Context: an optimization exercise on an open-source flow, tuned for small area and few clock cycles. The choices shown serve that exercise and are no tape-out recipe.
Only simulation tests tie the RTL to the original design; equivalence was not proved.
Power and IR drop assume default switching activity.

## config.mk

```make
export PLATFORM = sky130hd
export DESIGN_NAME = html_markup_text_extractor
export DESIGN_NICKNAME = html_markup_text_extractor
export VERILOG_FILES = /design/flow/design.v
export SDC_FILE = /design/flow/constraint.sdc
export NUM_CORES = 4
export LEC_CHECK = 0
export ABC_AREA = 1
export CAP_MARGIN = 20
export CORE_MARGIN = 2
export CORE_UTILIZATION = 80
export SLEW_MARGIN = 20
```

## constraint.sdc

```tcl
create_clock -name core_clock -period 7.0 [get_ports {clk}]
set_input_delay 1.4000 -clock core_clock [delete_from_list [all_inputs] [get_ports {clk}]]
set_output_delay 1.4000 -clock core_clock [all_outputs]
set_load 0.01 [all_outputs]
```

## design.v

```verilog
module html_markup_text_extractor (
	input  logic        clk,
	input  logic        arst_n,
	input  logic        in_valid,
	output logic        in_ready,
	input  logic [7:0]  in_byte,
	input  logic        doc_last,
	output logic        out_valid,
	input  logic        out_ready,
	output logic [7:0]  out_char,
	output logic [19:0] src_offset,
	output logic        run_last,
	output logic        nest_overflow
);
	localparam logic [1:0] M_NORMAL = 2'd0;
	localparam logic [1:0] M_SPACES = 2'd1;
	localparam logic [1:0] M_TAG    = 2'd2;
	localparam logic [1:0] M_ENT    = 2'd3;
	localparam logic [4:0] T_ROOT = 5'd0, T_BR = 5'd1, T_B = 5'd2, T_XM = 5'd3,
		T_D = 5'd4, T_XML = 5'd5, T_SC = 5'd6, T_SCR = 5'd7, T_H = 5'd8, T_SCRI = 5'd9,
		T_SCRIP = 5'd10, T_SCRIPT = 5'd11, T_L = 5'd12, T_SL = 5'd13, T_TI = 5'd14,
		T_TA = 5'd15, T_TIT = 5'd16, T_TITL = 5'd17, T_BLK = 5'd18, T_S = 5'd19,
		T_T = 5'd20, T_U = 5'd21, T_MBR = 5'd22, T_MXML = 5'd23, T_X = 5'd24,
		T_MSCRIPT = 5'd25, T_DEAD = 5'd27, T_MBLK = 5'd28;
	localparam logic [5:0] E_ROOT = 6'd0,
		E_A = 6'd33, E_L = 6'd44, E_G = 6'd39, E_N = 6'd46,
		E_O = 6'd47, E_U = 6'd53, E_CO = 6'd15, E_CA = 6'd1,
		E_CU = 6'd21, E_S = 6'd51, E_E = 6'd37, E_AM = 6'd2,
		E_AMP = 6'd3, E_LT = 6'd4, E_GT = 6'd5, E_NB = 6'd6,
		E_NBS = 6'd7, E_NBSP = 6'd8, E_OU = 6'd9, E_OUM = 6'd10,
		E_OUML = 6'd11, E_AU = 6'd12, E_AUM = 6'd13, E_AUML = 6'd14,
		E_UU = 6'd16, E_UUM = 6'd17, E_UUML = 6'd19, E_COU = 6'd18,
		E_COUM = 6'd20, E_COUML = 6'd22, E_CAU = 6'd23, E_CAUM = 6'd24,
		E_CAUML = 6'd25, E_CUU = 6'd26, E_CUUM = 6'd27, E_CUUML = 6'd29,
		E_SZ = 6'd28, E_SZL = 6'd30, E_SZLI = 6'd31, E_SZLIG = 6'd32,
		E_AG = 6'd34, E_AGR = 6'd35, E_AGRA = 6'd36, E_AGRAV = 6'd38,
		E_AGRAVE = 6'd40, E_EG = 6'd41, E_EGR = 6'd42, E_EGRA = 6'd43,
		E_EGRAV = 6'd45, E_EGRAVE = 6'd48, E_EA = 6'd49, E_EAC = 6'd50,
		E_EACU = 6'd52, E_EACUT = 6'd54, E_EACUTE = 6'd55, E_DEAD = 6'd56;
	localparam logic [2:0] C_NONE = 3'd0, C_BR = 3'd1, C_OX = 3'd2, C_OS = 3'd3,
		C_CX = 3'd4, C_CS = 3'd5, C_BLK = 3'd6;
	logic        first_q;
	logic [1:0]  mode_q;
	logic [5:0]  sub_q;
	logic [16:0] stk_q;    
	logic [19:0] pos_q;
	logic [19:0] mark_q;
	logic        ovf_q;
	logic        v1_q, v2_q;
	logic [7:0]  c1_q;
	logic        sel1_q;    
	logic        mpend_q;   
	logic [7:0] b;
	logic       ws, is_lt, is_gt, is_amp, is_semi, is_slash;
	logic       letter, digit, alnum, lower;
	logic [4:0] li;
	assign b        = in_byte;
	assign ws       = (b == 8'h20) || (b >= 8'h09 && b <= 8'h0D);
	assign is_lt    = (b == 8'h3C);
	assign is_gt    = (b == 8'h3E);
	assign is_amp   = (b == 8'h26);
	assign is_semi  = (b == 8'h3B);
	assign is_slash = (b == 8'h2F);
	assign li       = b[4:0];
	assign lower    = b[5];
	assign letter   = (b[7:6] == 2'b01) && (li != 5'd0) && (li <= 5'd26);
	assign digit    = (b[7:4] == 4'h3) && (b[3:0] <= 4'd9);
	assign alnum    = letter || digit;
	function automatic logic fl(input logic [7:0] c);
		fl = letter && (li == c[4:0]);
	endfunction
	function automatic logic el(input logic [7:0] c);
		el = letter && (li == c[4:0]) && (lower == c[5]);
	endfunction
	logic [5:0] tag_nx, ent_nx;
	logic [2:0] tcls;
	logic       tleaf;
	logic [8:0] edec;
	logic [4:0] t_exp, t_tgt;
	logic [4:0] ts;
	logic       tsl;
	assign ts  = sub_q[4:0];
	assign tsl = sub_q[5];
	always_comb begin
		t_tgt = T_BLK;
		if (ts == T_B) begin t_exp = "R"; t_tgt = T_BR; end
		else if (ts == T_X) begin t_exp = "M"; t_tgt = T_XM; end
		else if (ts == T_XM) begin t_exp = "L"; t_tgt = T_XML; end
		else if (ts == T_S) begin t_exp = "C"; t_tgt = T_SC; end
		else if (ts == T_SC) begin t_exp = "R"; t_tgt = T_SCR; end
		else if (ts == T_SCR) begin t_exp = "I"; t_tgt = T_SCRI; end
		else if (ts == T_SCRI) begin t_exp = "P"; t_tgt = T_SCRIP; end
		else if (ts == T_SCRIP) begin t_exp = "T"; t_tgt = T_SCRIPT; end
		else if (ts == T_L) t_exp = "I";
		else if (ts == T_U) t_exp = "L";
		else if (ts == T_TI) begin t_exp = "T"; t_tgt = T_TIT; end
		else if (ts == T_TA) begin t_exp = "B"; t_tgt = T_TIT; end
		else if (ts == T_TIT) begin t_exp = "L"; t_tgt = T_TITL; end
		else if (ts == T_TITL) t_exp = "E";
		else t_exp = 5'd0;
	end
	logic t_first;
	assign t_first = letter && (li == 5'd4 || li == 5'd8 || li == 5'd12 || li == 5'd19 ||
		li == 5'd20 || li == 5'd21 || li == 5'd24 || (li == 5'd2 && !tsl));
	logic [4:0] t_nx;
	always_comb begin
		t_nx = T_DEAD;
		case (ts)
			T_ROOT, T_SL: begin
				if (ts == T_ROOT && ws)          t_nx = T_ROOT;
				else if (ts == T_ROOT && is_slash) t_nx = T_SL;
				else if (t_first)               t_nx = li;
				else if (ts == T_SL && fl("P")) t_nx = T_BLK;
			end
			T_D:       if (fl("L") || fl("T")) t_nx = T_BLK;
			T_T: begin
				if (fl("I"))         t_nx = T_TI;
				else if (fl("A"))    t_nx = T_TA;
				else if (fl("R") || fl("D")) t_nx = T_BLK;
			end
			T_H:       if (b == "1" || b == "2" || b == "3") t_nx = T_BLK;
			T_BR:      if (ws) t_nx = T_MBR;
			T_XML:     if (ws) t_nx = T_MXML;
			T_SCRIPT:  if (ws) t_nx = T_MSCRIPT;
			T_BLK:     if (ws) t_nx = T_MBLK;
			T_MBR, T_MXML, T_MSCRIPT, T_MBLK: t_nx = ts;
			default:   if (t_exp != 5'd0 && letter && li == t_exp) t_nx = t_tgt;
		endcase
	end
	assign tag_nx = {tsl || (ts == T_ROOT && is_slash), t_nx};
	always_comb begin
		if (ts == T_BR || ts == T_MBR) tcls = C_BR;
		else if (ts == T_XML || ts == T_MXML) tcls = tsl ? C_CX : C_OX;
		else if (ts == T_SCRIPT || ts == T_MSCRIPT) tcls = tsl ? C_CS : C_OS;
		else if (ts == T_BLK || ts == T_MBLK) tcls = C_BLK;
		else tcls = C_NONE;
		tleaf = (tcls != C_NONE);
	end
	logic [4:0] e_exp;
	logic [5:0] e_tgt;
	always_comb begin
		e_tgt = E_DEAD;
		if (sub_q == E_L) begin e_exp = "t"; e_tgt = E_LT; end
		else if (sub_q == E_G) begin e_exp = "t"; e_tgt = E_GT; end
		else if (sub_q == E_N) begin e_exp = "b"; e_tgt = E_NB; end
		else if (sub_q == E_O) begin e_exp = "u"; e_tgt = E_OU; end
		else if (sub_q == E_U) begin e_exp = "u"; e_tgt = E_UU; end
		else if (sub_q == E_CO) begin e_exp = "u"; e_tgt = E_COU; end
		else if (sub_q == E_CA) begin e_exp = "u"; e_tgt = E_CAU; end
		else if (sub_q == E_CU) begin e_exp = "u"; e_tgt = E_CUU; end
		else if (sub_q == E_S) begin e_exp = "z"; e_tgt = E_SZ; end
		else if (sub_q == E_AM) begin e_exp = "p"; e_tgt = E_AMP; end
		else if (sub_q == E_NB) begin e_exp = "s"; e_tgt = E_NBS; end
		else if (sub_q == E_NBS) begin e_exp = "p"; e_tgt = E_NBSP; end
		else if (sub_q == E_OU) begin e_exp = "m"; e_tgt = E_OUM; end
		else if (sub_q == E_OUM) begin e_exp = "l"; e_tgt = E_OUML; end
		else if (sub_q == E_AU) begin e_exp = "m"; e_tgt = E_AUM; end
		else if (sub_q == E_AUM) begin e_exp = "l"; e_tgt = E_AUML; end
		else if (sub_q == E_UU) begin e_exp = "m"; e_tgt = E_UUM; end
		else if (sub_q == E_UUM) begin e_exp = "l"; e_tgt = E_UUML; end
		else if (sub_q == E_COU) begin e_exp = "m"; e_tgt = E_COUM; end
		else if (sub_q == E_COUM) begin e_exp = "l"; e_tgt = E_COUML; end
		else if (sub_q == E_CAU) begin e_exp = "m"; e_tgt = E_CAUM; end
		else if (sub_q == E_CAUM) begin e_exp = "l"; e_tgt = E_CAUML; end
		else if (sub_q == E_CUU) begin e_exp = "m"; e_tgt = E_CUUM; end
		else if (sub_q == E_CUUM) begin e_exp = "l"; e_tgt = E_CUUML; end
		else if (sub_q == E_SZ) begin e_exp = "l"; e_tgt = E_SZL; end
		else if (sub_q == E_SZL) begin e_exp = "i"; e_tgt = E_SZLI; end
		else if (sub_q == E_SZLI) begin e_exp = "g"; e_tgt = E_SZLIG; end
		else if (sub_q == E_AG) begin e_exp = "r"; e_tgt = E_AGR; end
		else if (sub_q == E_AGR) begin e_exp = "a"; e_tgt = E_AGRA; end
		else if (sub_q == E_AGRA) begin e_exp = "v"; e_tgt = E_AGRAV; end
		else if (sub_q == E_AGRAV) begin e_exp = "e"; e_tgt = E_AGRAVE; end
		else if (sub_q == E_EG) begin e_exp = "r"; e_tgt = E_EGR; end
		else if (sub_q == E_EGR) begin e_exp = "a"; e_tgt = E_EGRA; end
		else if (sub_q == E_EGRA) begin e_exp = "v"; e_tgt = E_EGRAV; end
		else if (sub_q == E_EGRAV) begin e_exp = "e"; e_tgt = E_EGRAVE; end
		else if (sub_q == E_EA) begin e_exp = "c"; e_tgt = E_EAC; end
		else if (sub_q == E_EAC) begin e_exp = "u"; e_tgt = E_EACU; end
		else if (sub_q == E_EACU) begin e_exp = "t"; e_tgt = E_EACUT; end
		else if (sub_q == E_EACUT) begin e_exp = "e"; e_tgt = E_EACUTE; end
		else e_exp = 5'd0;
	end
	logic e_first;
	assign e_first = el("a") || el("l") || el("g") || el("n") || el("o") || el("u") || el("O") || el("A") || el("U") || el("s") || el("e");
	always_comb begin
		ent_nx = E_DEAD;
		case (sub_q)
			E_ROOT: if (e_first) ent_nx = {lower, li};
			E_A: begin
				if (el("m")) ent_nx = E_AM;
				else if (el("u")) ent_nx = E_AU;
				else if (el("g")) ent_nx = E_AG;
			end
			E_E: begin
				if (el("g")) ent_nx = E_EG;
				else if (el("a")) ent_nx = E_EA;
			end
			default: if (e_exp != 5'd0 && letter && lower && li == e_exp) ent_nx = e_tgt;
		endcase
	end
	always_comb begin
		if (sub_q == E_AMP) edec = {1'b1, 8'h26};
		else if (sub_q == E_LT) edec = {1'b1, 8'h3C};
		else if (sub_q == E_GT) edec = {1'b1, 8'h3E};
		else if (sub_q == E_NBSP) edec = {1'b1, 8'h20};
		else if (sub_q == E_OUML) edec = {1'b1, 8'hF6};
		else if (sub_q == E_AUML) edec = {1'b1, 8'hE4};
		else if (sub_q == E_UUML) edec = {1'b1, 8'hFC};
		else if (sub_q == E_COUML) edec = {1'b1, 8'hD6};
		else if (sub_q == E_CAUML) edec = {1'b1, 8'hC4};
		else if (sub_q == E_CUUML) edec = {1'b1, 8'hDC};
		else if (sub_q == E_SZLIG) edec = {1'b1, 8'hDF};
		else if (sub_q == E_AGRAVE) edec = {1'b1, 8'hE0};
		else if (sub_q == E_EGRAVE) edec = {1'b1, 8'hE8};
		else if (sub_q == E_EACUTE) edec = {1'b1, 8'hE9};
		else edec = 9'd0;
	end
	logic [1:0]  mode;
	logic        d0, full, top;
	logic [19:0] off;
	logic        ovf_in;
	assign mode   = first_q ? M_NORMAL : mode_q;
	assign d0     = first_q || (stk_q[16:1] == 16'd0);
	assign full   = !first_q && stk_q[16];
	assign top    = stk_q[0];
	assign off    = first_q ? 20'd0 : pos_q + 20'd1;
	assign ovf_in = !first_q && ovf_q;
	logic       n_emit;
	logic [7:0] n_char;
	logic [1:0] n_mode;
	assign n_emit = d0 && !is_lt && !is_amp;
	assign n_char = ws ? 8'h20 : b;
	assign n_mode = ws ? M_SPACES : is_lt ? M_TAG : is_amp ? M_ENT : M_NORMAL;
	logic [1:0]  mode_d;
	logic [5:0]  sub_d;
	logic        set_mark, push, pop, ovf_set;
	logic        a_v, b_v;      
	logic [7:0]  a_c, b_c;
	logic        a_mark;        
	logic        renorm;
	always_comb begin
		mode_d   = mode;
		sub_d    = sub_q;
		push     = 1'b0;
		pop      = 1'b0;
		ovf_set  = 1'b0;
		a_v      = 1'b0;
		b_v      = 1'b0;
		a_c      = n_char;
		b_c      = n_char;
		a_mark   = 1'b0;
		renorm   = 1'b0;
		case (mode)
			M_NORMAL: renorm = 1'b1;
			M_SPACES: renorm = !ws && !doc_last;
			M_TAG: begin
				if (is_gt) begin
					mode_d = M_NORMAL;
					case (tcls)
						C_BR: begin
							a_v    = d0;
							a_c    = 8'h0A;
							a_mark = 1'b1;
							mode_d = M_SPACES;
						end
						C_OX, C_OS: begin
							push    = !full;
							ovf_set = full;
						end
						C_CX: pop = !d0 && !top;
						C_CS: pop = !d0 && top;
						C_BLK: begin
							a_v    = d0;
							a_c    = 8'h0A;
							a_mark = 1'b1;
							b_v    = d0;
							b_c    = 8'h0A;
							mode_d = M_SPACES;
						end
						default: ;
					endcase
				end else begin
					sub_d = tag_nx;
				end
			end
			M_ENT: begin
				if (alnum) begin
					sub_d = ent_nx;
				end else begin
					mode_d = M_NORMAL;
					a_v    = d0 && edec[8];
					a_c    = edec[7:0];
					a_mark = 1'b1;
					renorm = !is_semi && !doc_last;
				end
			end
		endcase
		if (renorm) begin
			mode_d = n_mode;
			if (is_lt || is_amp)
				sub_d = 6'd0;
			if (a_v) begin
				b_v = n_emit;
			end else begin
				a_v    = n_emit;
				a_c    = n_char;
				a_mark = 1'b0;
			end
		end
	end
	assign set_mark = renorm && (is_lt || is_amp);
	logic pop_o, take;
	assign pop_o    = v1_q && out_ready;
	assign in_ready = !v2_q && (!v1_q || out_ready);
	assign take     = in_valid && in_ready;
	always_ff @(posedge clk or negedge arst_n) begin
		if (!arst_n) begin
			first_q <= 1'b1;
		end else if (take) begin
			first_q <= doc_last;
		end
	end
	always_ff @(posedge clk) begin
		if (take) begin
			mode_q <= mode_d;
			sub_q  <= sub_d;
			pos_q  <= off;
			ovf_q  <= ovf_in || ovf_set;
			mpend_q <= set_mark;
			if (mpend_q)
				mark_q <= pos_q;
			if (push)
				stk_q <= {first_q ? 16'd1 : stk_q[15:0], tcls == C_OS};
			else if (pop)
				stk_q <= {1'b0, stk_q[16:1]};
			else if (first_q)
				stk_q <= 17'd1;
		end
	end
	always_ff @(posedge clk or negedge arst_n) begin
		if (!arst_n) begin
			v1_q <= 1'b0;
			v2_q <= 1'b0;
		end else begin
			v1_q <= (v1_q && !out_ready) || v2_q || (take && a_v);
			v2_q <= (v2_q && !out_ready) || (take && b_v);
		end
	end
	always_ff @(posedge clk) begin
		if (v2_q) begin
			if (out_ready)
				sel1_q <= 1'b0;
		end else if (take && a_v) begin
			c1_q   <= b_v ? b_c : a_c;
			sel1_q <= a_mark;
		end
	end
	assign out_valid     = v1_q;
	assign out_char      = !v2_q ? c1_q : edec[8] ? edec[7:0] : 8'h0A;
	assign src_offset    = sel1_q ? mark_q : pos_q;
	assign run_last      = !v2_q;
	assign nest_overflow = ovf_q;
endmodule
```

## flow/run.sh

```bash
#!/bin/bash
# The standard layout (standard.sh), with two changes:
#  - synthesis maps the logic with flow/abc_area.script, an area-oriented ABC script, in
#    place of ORFS's; everything else in the synthesis is the standard one (synth_recipe.tcl
#    and ORFS's synth.tcl, with only the ABC script swapped), so the registers are the same
#  - the port buffers are the smallest buffer cell
#  - clock tree synthesis adds no dummy loads
# every tool's output goes to the ORFS logs under orfs/logs, and make's to layout.log
set -euo pipefail
W=$PWD
# ORFS's synth.tcl with the ABC script swapped, right after the preamble sets it
sed '/source $::env(SCRIPTS_DIR)\/synth_preamble.tcl/a set abc_args [lreplace $abc_args 1 1 '"$W"'/flow/abc_area.script]' \
	"$FLOW_HOME/scripts/synth.tcl" > "$W/own_synth.tcl"
grep -q "abc_area.script\]" "$W/own_synth.tcl"
# The standard flow's synthesis script, sourcing that copy
sed 's#source $::env(SCRIPTS_DIR)/synth.tcl#source '"$W"'/own_synth.tcl#' "$W/synth_recipe.tcl" > "$W/own_synth_recipe.tcl"
grep -q own_synth.tcl "$W/own_synth_recipe.tcl"
# standard.sh, with that synthesis script
sed 's#SYNTH_SCRIPT=[^ ]*#SYNTH_SCRIPT='"$W"'/own_synth_recipe.tcl#' "$W/standard.sh" > "$W/own_standard.sh"
grep -q own_synth_recipe.tcl "$W/own_standard.sh"
export BUFFER_PORTS_ARGS="-buffer_cell sky130_fd_sc_hd__buf_1"
export CTS_ARGS="-sink_clustering_enable -repair_clock_nets -dont_use_dummy_load"
bash "$W/own_standard.sh" > "$W/layout.log" 2>&1
```

## flow/abc_area.script

```
strash
&get -n
&fraig -x
&put
scorr
dc2
strash
&get -n
&dch -f
&nf -R 1000 -p
&put
mfs2
strash
dc2
&get -n
&dch -f
&nf -R 1000 -p
&put
mfs2
strash
dc2
&get -n
&dch -f
&nf -R 1000 -p
&put
mfs2
strash
dc2
&get -n
&dch -f
&nf -R 1000 -p
&put
mfs2
strash
dc2
&get -n
&dch -f
&nf -R 1000 -p
&put
mfs2
strash
dc2
&get -n
&dch -f
&nf -R 1000 -p
&put
mfs2
strash
dc2
&get -n
&dch -f
&nf -R 1000 -p
&put
mfs2
strash
dc2
&get -n
&dch -f
&nf -R 1000 -p
&put
mfs2
strash
dc2
&get -n
&dch -f
&nf -R 1000 -p
&put
mfs2
strash
dc2
&get -n
&dch -f
&nf -R 1000 -p
&put
mfs2
strash
dc2
&get -n
&dch -f
&nf -R 1000 -p
&put
mfs2
strash
dc2
&get -n
&dch -f
&nf -R 1000 -p
&put
mfs2
strash
dc2
&get -n
&dch -f
&nf -R 1000 -p
&put
mfs2
strash
dc2
&get -n
&dch -f
&nf -R 1000 -p
&put
mfs2
strash
dc2
&get -n
&dch -f
&nf -R 1000 -p
&put
mfs2
strash
dc2
&get -n
&dch -f
&nf -R 1000 -p
&put
mfs2
strash
dc2
&get -n
&dch -f
&nf -R 1000 -p
&put
mfs2
strash
dc2
&get -n
&dch -f
&nf -R 1000 -p
&put
mfs2
strash
dc2
&get -n
&dch -f
&nf -R 1000 -p
&put
mfs2
strash
dc2
&get -n
&dch -f
&nf -R 1000 -p
&put
mfs2
strash
dc2
&get -n
&dch -f
&nf -R 1000 -p
&put
```

## standard.sh

```bash
#!/bin/bash
# synth_recipe.tcl (not shown) runs the flow's synth.tcl, then flattens the netlist and writes it again
# the make line also repeats each setting of config.mk as NAME=value (left out here)
make -C /OpenROAD-flow-scripts/flow DESIGN_CONFIG=/design/flow/config.mk WORK_HOME=/design/flow/orfs CLKGATE_MAP_FILE= SYNTH_SCRIPT=/design/flow/synth_recipe.tcl "${@:-finish}"
```

==> results of run 1 <==
-- final cells by class --
| class | instances | area [um^2] | share of cell area |
|---|---|---|---|
| clock buffers | 9 | 124 | 0.0217 |
| flip-flops and latches | 79 | 2360 | 0.413 |
| inverters | 12 | 45.0 | 0.00789 |
| multi-input cells | 506 | 2890 | 0.505 |
| repair buffers | 48 | 199 | 0.0349 |
| well taps | 77 | 96.3 | 0.0169 |
-- power by group through the flow --
stage / clock network, mW / registers, mW / logic, mW
after floorplan: 0 / 0.642 / 0.229
after global placement: 0 / 0.658 / 0.316
after detailed placement: 0 / 0.664 / 0.331
after CTS: 0.259 / 0.656 / 0.339
after global routing: 0.272 / 0.666 / 0.379
final: 0.265 / 0.663 / 0.359
-- placed cells by master, fill, tap and decap left out, types with 4 or more instances in the layout --
cell / n
edfxtp_1: 76
nand2_1: 70
nor2_1: 64
a21oi_1: 61
buf_1: 44
nor3_1: 43
o21ai_0: 38
nand3_1: 30
mux2_1: 20
and3_1: 19
a31oi_1: 17
nor2b_1: 16
nand2b_1: 15
a22o_1: 15
clkinv_1: 11
nor4_1: 11
clkbuf_8: 9
nand4_1: 7
o211ai_1: 7
o21a_1: 6
and2_0: 5
o21bai_1: 4
a21o_1: 4
xor2_1: 4
-- per-layer routing --
metal	routed length, um	share of wire	up-vias	track usage
met5	0	0	-	0
met4	1330	0.076	0	0.224
met3	2760	0.16	219	0.134
met2	7530	0.43	723	0.741
met1	5760	0.33	2563	0.623
li1	-	-	2440	-
-- worst max-delay path, delay by kind of cell --
| family | cells | cell delay [ns] |
|---|---|---|
| simple gates | 7 | 1.56 |
| buf+inv | 1 | 0.66 |
| compound gates | 5 | 1.69 |
-- cells by family after synthesis --
family                     after synthesis  synth area share
buffers and inverters                   12           0.00852
xor gates and xnor gates                 7            0.0116
AOI/OAI and AO/OA                      181             0.213
and+or+nand+nor                        296             0.274
DFF                                     79             0.446
muxes                                   21            0.0445
adders and majority gates                1           0.00237
-- flip-flops by register name (all words and copies together), names as in the netlist --
register	cells
mode_q	2
mark_q	20
v2_q	1
first_q	1
sub_q	6
sel1_q	1
v1_q	1
pos_q	20
mpend_q	1
ovf_q	1
stk_q	17
c1_q	8
-- worst min-delay path by stage --
stage	slack (ns)	endpoint
detailed placement	0.49	mark_q[19]
global placement	0.48	mark_q[19]
floorplan	0.46	mark_q[19]
CTS	0.48	mark_q[19]
global route	0.53	mark_q[19]
finish	0.48	mark_q[19]
-- metrics by stage --
step	power [mW]	hold WS, ns	util	worst slack, ns	area [um^2]
after CTS	1.25	0.482	0.894	2.09	5710
final	1.29	0.482	0.894	1.74	5710
after global routing	1.32	0.530	0.894	1.69	5710
after global placement	0.973	0.484	0.873	2.05	5570
after floorplan	0.872	0.458	-	2.64	5290
after detailed placement	0.995	0.487	0.874	1.91	5580
-- cell usage after synthesis, types with 2 or more instances --
cell type	instances	share of area
edfxtp_1	76	0.43
nand2_1	70	0.050
nor2_1	64	0.045
a21oi_1	61	0.058
nor3_1	43	0.041
o21ai_0	38	0.036
nand3_1	30	0.028
mux2_1	20	0.043
and3_1	19	0.022
a31oi_1	17	0.020
nor2b_1	16	0.019
a22o_1	15	0.025
nand2b_1	15	0.018
clkinv_1	12	0.0085
nor4_1	11	0.013
nand4_1	7	0.0083
o211ai_1	7	0.0099
o21a_1	6	0.0085
and2_0	5	0.0059
a21o_1	4	0.0057
o21bai_1	4	0.0057
xor2_1	4	0.0066
a2111oi_0	3	0.0050
a211oi_1	3	0.0043
a22oi_1	3	0.0043
nand3b_1	3	0.0043
o22ai_1	3	0.0035
o31ai_1	3	0.0043
or3_1	3	0.0035
xnor2_1	3	0.0050
a311oi_1	2	0.0033
a32oi_1	2	0.0033
and4_1	2	0.0033
dfrtp_1	2	0.0095
nand4b_1	2	0.0033
o211a_1	2	0.0038
or4_1	2	0.0028
==> results.yml, run 1 <==
sta:
  rsz0062_at_grt: "false"
  max_freq_mhz: 190
  timing.final.crit_share: 0.751
  tightestPinTransition_ns: 1.11
  clock_skew_ns: 0.0361
  final.setup.tns_ns: 0
  fin_crit_ns: 5.26
  hold_viol_final: 0
  slew_headroom: 0.256
  drv_slew: 0
  finalSetupViolCount: 0
worst_setup_path:
  worstSetupStartpointType: "input pin"
  critPathMaxFanout: 17
  r2r_cells: 16
  end_kind: "register"
  critPathMaxStageDelay_ns: 0.66
  critPathKind: "in -> reg"
  cp_slowest_cell: "buf_1"
  r2r-start: "sub_q[3]"
  crit_required_ns: 7.06
  path_cells: "buf_1, nor2_1, nand2b_1, nand3b_1, a31oi_1, o21bai_1, nor2_1, a32oi_1, nor2b_1, o21ai_0, nand2b_1, nand3_1, o21ai_0"
  crit_path_start: "in_byte[4]"
  crit_arrival_ns: 5.32
  crit_path_end: "c1_q[1]"
  r2r_slack_ns: 2.32
  reg2reg_to: "sub_q[0]"
final_layout:
  instances_no_fill: 731
  fillers: 306
  final_layout_size_suffix_gt1_frac: 0.0229
  antennaDiodeCount: 0
  fin_nets: 670
  area_growth_syn_to_layout_pct: 7.93
placement:
  io_buffers: 44
  dp_hpwl_um: 11400
  gp_congestion: 1.19
  dp_cells: 722
power_and_ir_drop:
  p_per_area_nw_per_um2: 225
  p_sw_mw: 0.472
  intPower_mw: 0.814
  ir_drop_uv: 171
  seqPwrFrac: 0.515
  leakagePower_nw: 2.01
  switching_share: 0.367
  comb_power_share: 0.279
  clock_power_share: 0.206
clock_tree:
  clk_path_buf_depth: 2
  cts_tree: "done"
  cts_resized: 0
  cts_setup_buffers: 0
  root_buffer: "clkbuf_8"
  cts_buffers: 9
  insertion_delay_ns: 0.37
  cts.sinks: 79
  clk_pin_slew_ns: 0.08
  ctsHoldBuffers: 0
  h-tree-depth: 3
route:
  route.detailed.drc: 0
  dr_total_vias: 5945
  drtIter0Drc: 1279
  via_per_inst: 8.13
  wl_per_cell_um: 23.8
  wirelength_um: 17400
  firstDrtPassIters: 22
  drtAntennaViolNets: 0
run:
  drv_cap: 0
floorplanning:
  rows: 29
  die_y_um: 85.3
  coreArea_um2: 6390
  die_area_um2: 7280
  fp.dieW_um: 85.3
  start_util: 0.828
  pin_count: 45
yosys:
  async_flop_share: 0.0380
  yosysSeqAreaShare: 0.446
  synth.net_count: 611
  ys.flop_type: "edfxtp_1"
  yosys_register_bits: 79
  syn_area_per_cell_um2: 8.86
  syn_inst: 597
  synth_edf_count: 76
  synth.yosys.warnings: 1
  synth_area_um2: 5290
  ys_types: 52
global_routing:
  gr-total-overflow: 0
  grt_pass1_wl_um: 27000
  antenna_found_initial: 0
  track_usage: 0.477
  grt_max_degree: 33
  grt_pass1_vias: 5349
status:
  status: "complete, no violations"
worst_hold_path:
  hold_path.class: "reg -> reg"
  min_from: "pos_q[19]"
  hold_depth: 0
Testbench counts, summed over its fixed seeds: cycles 25,771.
==> run 2: changes to the inputs <==
--- a/config.mk
+++ b/config.mk
@@ -9,4 +9,4 @@
 export CAP_MARGIN = 20
 export CORE_MARGIN = 2
-export CORE_UTILIZATION = 80
+export CORE_UTILIZATION = 70
 export SLEW_MARGIN = 20
==> run 2 against run 1 <==
Net effect: sequential cell count unchanged; clock skew increased by 0.00058 ns; largest cell class unchanged; global-route usage decreased by 7.1 points; non-clock buffer count unchanged; highest routed layer unchanged.
==> results.yml, run 2 <==
worst_setup_path:
  worstSetupStartpointType: "input pin"
  crit_path_end: "c1_q[1]"
  end_kind: "register"
  cp_top_family: "compound AO/OA/AOI/OAI gates"
  cp_slowest_cell: "buf_1"
  cp_num_cells: 13
  critPathKind: "in -> reg"
  crit_required_ns: 7.07
  path_cells: "buf_1, or3_1, nand2b_1, nand3b_1, a31oi_1, o21bai_1, nor2_1, a32oi_1, nor2b_1, o21ai_0, nand2b_1, nand3_1, o21ai_0"
  r2r_slack_ns: 2.19
  crit_path_start: "in_byte[2]"
  r2r_cells: 16
  cp.buffers_inverters: 1
  crit_arrival_ns: 4.96
  critPathMaxStageDelay_ns: 0.63
  reg2reg_to: "sub_q[0]"
  critPathMaxFanout: 19
  r2r-start: "sub_q[3]"
yosys:
  ys_types: 52
  synth_common_cells: "edfxtp_1 (76), nand2_1 (70), nor2_1 (64), a21oi_1 (61), nor3_1 (43)"
  syn_inst: 597
  synth_area_um2: 5290
  async_flop_share: 0.0380
  netlist.area_leader.share: 0.432
  synth_edf_count: 76
  ys_top_cells_by_area: "edfxtp_1 (43%), a21oi_1 (5.8%), nand2_1 (5.0%)"
  yosysSeqAreaShare: 0.446
  yosys_register_bits: 79
  yosysMostFrequentCell: "edfxtp_1"
  synth.net_count: 611
  ys.flop_type: "edfxtp_1"
  synth.yosys.warnings: 1
  synth_top_area_cell: "edfxtp_1"
  syn_area_per_cell_um2: 8.86
final_layout:
  final_layout_size_suffix_gt1_frac: 0.0245
  reg_top3: "mark_q: 20 flops, pos_q: 20 flops, stk_q: 17 flops"
  fin_area_um2: 5740
  instances_no_fill: 753
  fin_nets: 670
  area_growth_syn_to_layout_pct: 8.61
  final_util: 0.788
  final_cell_mix: "edfxtp_1 (76), nand2_1 (70), nor2_1 (62)"
  antennaDiodeCount: 0
  layout_commonest_cell: "edfxtp_1"
clock_tree:
  root_buffer: "clkbuf_8"
  cts.sinks: 79
  cts_resized: 0
  cts_buffers: 9
  insertion_delay_ns: 0.37
  clk_pin_slew_ns: 0.08
  cts_tree: "done"
  ctsHoldBuffers: 0
  h-tree-depth: 3
  cts_setup_buffers: 0
  clk_path_buf_depth: 2
sta:
  rsz0062_at_grt: "false"
  clock_skew_ns: 0.0367
  final.setup.tns_ns: 0
  tightestPinTransition_ns: 0.879
  finalSetupViolCount: 0
  max_freq_mhz: 205
  timing.final.crit_share: 0.698
  hold_slack_ns: 0.528
  hold_viol_final: 0
  fin_crit_ns: 4.89
  slew_headroom: 0.414
  drv_slew: 0
  worst_slack_ns: 2.11
floorplanning:
  start_util: 0.725
  rows: 31
  fp.dieW_um: 90.9
  pin_count: 45
  die_area_um2: 8270
  die_y_um: 90.9
  coreArea_um2: 7290
placement:
  dp_hpwl_um: 11000
  place_ws_ns: 1.55
  io_buffers: 44
  dp_cells: 743
  post_dp_cell_area_um2: 5600
  gp_congestion: 1.14
run:
  drv_cap: 0
route:
  dr_total_vias: 5776
  firstDrtPassIters: 14
  via_per_inst: 7.67
  route.detailed.drc: 0
  wl_per_cell_um: 22.9
  drtAntennaViolNets: 0
  wirelength_um: 17200
  drtIter0Drc: 967
power_and_ir_drop:
  p_per_area_nw_per_um2: 225
  clock_power_share: 0.206
  seqPwrFrac: 0.514
  power_mw: 1.29
  p_sw_mw: 0.476
  comb_power_share: 0.279
  intPower_mw: 0.815
  leakagePower_nw: 2.01
  switching_share: 0.369
  ir_drop_uv: 116
status:
  status: "complete, no violations"
global_routing:
  grt_max_degree: 33
  track_usage: 0.406
  antenna_found_initial: 0
  grt_pass1_vias: 5271
  grt_pass1_wl_um: 26800
  gr-total-overflow: 0
worst_hold_path:
  hold_path.class: "reg -> reg"
## run 2: cell counts after synthesis
No cell type changed its count.
## run 2: worst register-to-register path, stage by stage (launching register included)
cell      delay (ns)
edfxtp_1        0.85
clkinv_1        0.43
nand2_1         0.24
nor2_1          0.11
nand2_1         0.10
o31ai_1         0.15
nor2_1          0.17
nor2_1          0.10
or4_1           0.56
nor4_1          0.40
xnor2_1         0.10
or4_1           0.67
a31oi_1         0.27
nor2_1          0.07
nor3_1          0.19
a21oi_1         0.07
a21oi_1         0.17
## run 2: layer usage
layer	up-vias	wire length (um)	global-route usage
met1	2543	5860	0.521
met5	-	0	0
li1	2439	-	-
met2	618	7520	0.628
met3	176	2470	0.102
met4	0	1370	0.234
## run 2: how the worst min path moves through the flow
stage                         start          to  slack (ns)  cells after the start
after CTS                 pos_q[19]  mark_q[19]        0.52                      0
after global placement    pos_q[19]  mark_q[19]        0.49                      0
after detailed placement  pos_q[19]  mark_q[19]        0.50                      0
after floorplan           pos_q[19]  mark_q[19]        0.46                      0
final                     pos_q[19]  mark_q[19]        0.53                      0
after global routing      pos_q[19]  mark_q[19]        0.54                      0
## run 2: cell families after synthesis
group                      synth area share
muxes                                0.0445
DFF                                   0.446
xor gates and xnor gates             0.0116
buffers and inverters               0.00852
AOI/OAI and AO/OA                     0.213
adders and majority gates           0.00237
and+or+nand+nor                       0.274
## run 2: layout make-up
type | instances | area [um^2]
clock buffers | 9 | 124
fillers | 478 | 1550
inverters | 12 | 45.0
multi-input cells | 506 | 2890
flip-flops and latches | 79 | 2360
well taps | 99 | 124
repair buffers | 48 | 203
## run 2: power groups by stage
stage	combinational, mW	sequential [mW]	clock, mW
global route	0.381	0.668	0.280
finish	0.361	0.664	0.266
global placement	0.324	0.659	0
floorplan	0.229	0.642	0
CTS	0.336	0.658	0.259
detailed placement	0.330	0.664	0

-- afterwards: timing with drivers on the ports --
How much do the figures lean on ideal ports? The routed layouts below were timed once more, with nothing changed but the port constraints. Step 1, drivers: a clkbuf_16 drives clk and a buf_2 each remaining input, both assumed. Step 2, shift: input delay + t, output delay - t, t = (earliest + latest rising clock arrival at the registers) / 2. This alone moves slack from input paths to output paths. Slacks: ideal ports / drivers / drivers and shift; pairs: ideal ports / drivers.
| run | t (ns) | slack for setup (ns) | hold WS [ns] |
|---|---|---|---|
| run 1 | 0.386 | 1.743 / 1.751 / 1.366 | 0.482 / 0.482 / 0.482 |
| run 2 | 0.381 | 2.115 / 2.120 / 1.739 | 0.528 / 0.528 / 0.528 |
After both steps setup and hold are still met in every run listed. The setup slack of run 1, which loses most, moves by +0.008 ns with the drivers and by -0.377 ns with both steps.
